From an optimization exercise on the open Yosys and OpenROAD flow, aimed at small area, a short achievable clock period and few clock cycles per item; shortcuts taken in it are not production practice.
The RTL was checked by simulation tests, not by an equivalence proof against the original design.
Power is estimated from default activity; no workload was simulated.

umber:
==> flow/design.v (excerpt) <==
module mips_alu_subsys (
  input  wire                                    i_clk,
  input  wire                                    i_rst_n,
  input  wire                                    i_start,
  input  wire  [wb_bus_pkg::FETCH_COUNT_W-1:0]   i_count,
  input  wire  [wb_bus_pkg::WB_DAT_W-1:0]        i_wb_dat,
  input  wire                                    i_wb_ack,
  input  wire                                    i_res_ready,
  output logic                                   o_wb_cyc,
  output logic                                   o_wb_stb,
  output logic                                   o_wb_we,
  output logic [wb_bus_pkg::WB_ADR_W-1:0]        o_wb_adr,
  output logic                                   o_busy,
  output logic                                   o_res_valid,
  output logic [mips_isa_pkg::DATA_W-1:0]        o_res_data,
  output logic [5:0]                             o_res_ctrl,
  output logic                                   o_res_jr,
  output logic                                   o_res_nop,
  output logic                                   o_res_unknown,
  output logic                                   o_res_eret
);
  logic [7:0]  left_q;    
  logic [7:0]  adr_q;     
  logic        stb_q;
  logic [31:0] ir_q, sk_q;
  logic        ir_v, sk_v;
  logic adv;              
  logic xfer, acc, ir_load, sk_v_n;
  ...
For scale: about 4600 cells after synthesis, roughly 110 I/O pins.
==> flow/config.mk <==
export PLATFORM = sky130hd
export DESIGN_NAME = mips_alu_subsys
export DESIGN_NICKNAME = mips_alu_subsys
export VERILOG_FILES = /design/flow/design.v
export SDC_FILE = /design/flow/constraint.sdc
export NUM_CORES = 4
export LEC_CHECK = 0
export CAP_MARGIN = 20
export CORE_MARGIN = 2
export CORE_UTILIZATION = 55
export CTS_BUF_LIST = sky130_fd_sc_hd__clkbuf_4 sky130_fd_sc_hd__clkbuf_16
export CTS_CLUSTER_DIAMETER = 80
export CTS_CLUSTER_SIZE = 20
export SLEW_MARGIN = 20
==> flow/constraint.sdc <==
create_clock -name core_clock -period 11.0 [get_ports {i_clk}]
set_input_delay 2.2000 -clock core_clock [delete_from_list [all_inputs] [get_ports {i_clk}]]
set_output_delay 2.2000 -clock core_clock [all_outputs]
set_load 0.01 [all_outputs]
standard.sh (not shown) runs the stock make flow with config.mk's settings and CLKGATE_MAP_FILE= SYNTH_SCRIPT=/design/flow/synth_recipe.tcl, a recipe that flattens the netlist after the stock synthesis.
==> flow/flow/run.sh <==
#!/bin/bash
# The standard layout (standard.sh: unchanged synthesis, floorplan, power
# grid, placement, CTS, routing), with three changes to how it repairs timing:
#  - the port buffers are buf_4 instead of the slow delay-cell default,
#  - the resizer may swap cells across footprints,
#  - repair_timing aims for extra setup margin on all endpoints, so the
#    period achieved shrinks well below the 11 ns constraint (the SDC is
#    unchanged).
# Each ORFS step logs to orfs/logs/...; make's output goes to run_standard.log.
set -uo pipefail
bash standard.sh \
  SETUP_SLACK_MARGIN=7.6 TNS_END_PERCENT=100 MATCH_CELL_FOOTPRINT=0 \
  "BUFFER_PORTS_ARGS=-buffer_cell sky130_fd_sc_hd__buf_4" \
  finish > run_standard.log 2>&1
status=$?
tail -20 run_standard.log
exit $status
Testbench counts of umber, summed over its fixed seeds: cycles 9,751, items 7,607.
Here is what was changed in the inputs of nickel compared with umber.
-- flow/design.v --
<<< umber, line 162
  end
  logic [31:0] ir_n;
  logic [7:0]  rs_hi, rt_hi;
  logic [3:0]  rs_lo, rt_lo;
  assign ir_n = sk_v ? sk_q : i_wb_dat;
  always_ff @(posedge i_clk)
>>> nickel, line 162
  end
  logic [31:0] ir_n;
  logic [31:1] ohs_q, oht_q;
  assign ir_n = sk_v ? sk_q : i_wb_dat;
  always_ff @(posedge i_clk)
<<< umber, line 170
    begin
      ir_q <= ir_n;
      for (int i = 0; i < 8; i++)
      begin
        rs_hi[i] <= (ir_n[25:23] == 3'(i));
        rt_hi[i] <= (ir_n[20:18] == 3'(i));
      end
      for (int i = 0; i < 4; i++)
      begin
        rs_lo[i] <= (ir_n[22:21] == 2'(i));
        rt_lo[i] <= (ir_n[17:16] == 2'(i));
      end
    end
>>> nickel, line 169
    begin
      ir_q <= ir_n;
      for (int i = 1; i < 32; i++)
      begin
        ohs_q[i] <= (ir_n[25:21] == 5'(i));
        oht_q[i] <= (ir_n[20:16] == 5'(i));
      end
    end
<<< umber, line 322
  always_comb
  begin
    for (int i = 1; i < 32; i++)
    begin
      rs_sel[i] = rs_hi[i / 4] && rs_lo[i % 4] && rf_v[i];
      rt_sel[i] = rt_hi[i / 4] && rt_lo[i % 4] && rf_v[i];
    end
    rs_rf = '0;
    rt_rf = '0;
>>> nickel, line 316
  always_comb
  begin
    rs_sel = ohs_q & rf_v;
    rt_sel = oht_q & rf_v;
    rs_rf = '0;
    rt_rf = '0;
### Flow results
- The power attributed to combinational cells was comparable across nickel and umber.
- Diff umber -> nickel: share of total power in the clock network went up 1.4 points; post-layout worst setup margin went down 23 ps; register-to-register slack went down 60 ps; headroom to the max-slew limit went down 9.2 points; utilization went down 0.28 points.
- [nickel vs umber] area overhead of the layout relative to synthesis: lower in nickel
- Diff umber -> nickel: wire length went down, fraction of final layout cells with drive strength greater than 1 -1.2 points, sum of internal, switching and leakage power rose by about 5%, fraction of area in clock buffers and inverters shows an increase of 0.43 points, worst hold slack held steady.
Testbench counts of nickel, summed over its fixed seeds: cycles 9,751, items 7,607.

## what the ideal ports hide
Ports are ideal in the flow. The routed layouts listed here were re-timed in OpenROAD.
Step 1, drivers: a clkbuf_16 drives i_clk and a buf_2 each remaining input, both assumed.
Step 2 adds t to the input delays and takes it off the output delays; t is the mean of the earliest and latest rising clock arrival at the registers after step 1. Input paths then give back, and output paths get back, about the clock's delay inside the block.
Three values: ideal ports, drivers, drivers and shift; two values: the first two.
run	t, ns	slack for setup (ns)	hold WS [ns]
umber	0.762	7.331 / 7.252 / 7.000	0.425 / 0.425 / 0.425
nickel	0.782	7.308 / 7.265 / 7.044	0.425 / 0.425 / 0.425
After both steps setup and hold are still met in every run listed. For umber, which loses most, drivers alone change the setup slack by -0.079 ns; drivers and shift together by -0.331 ns.
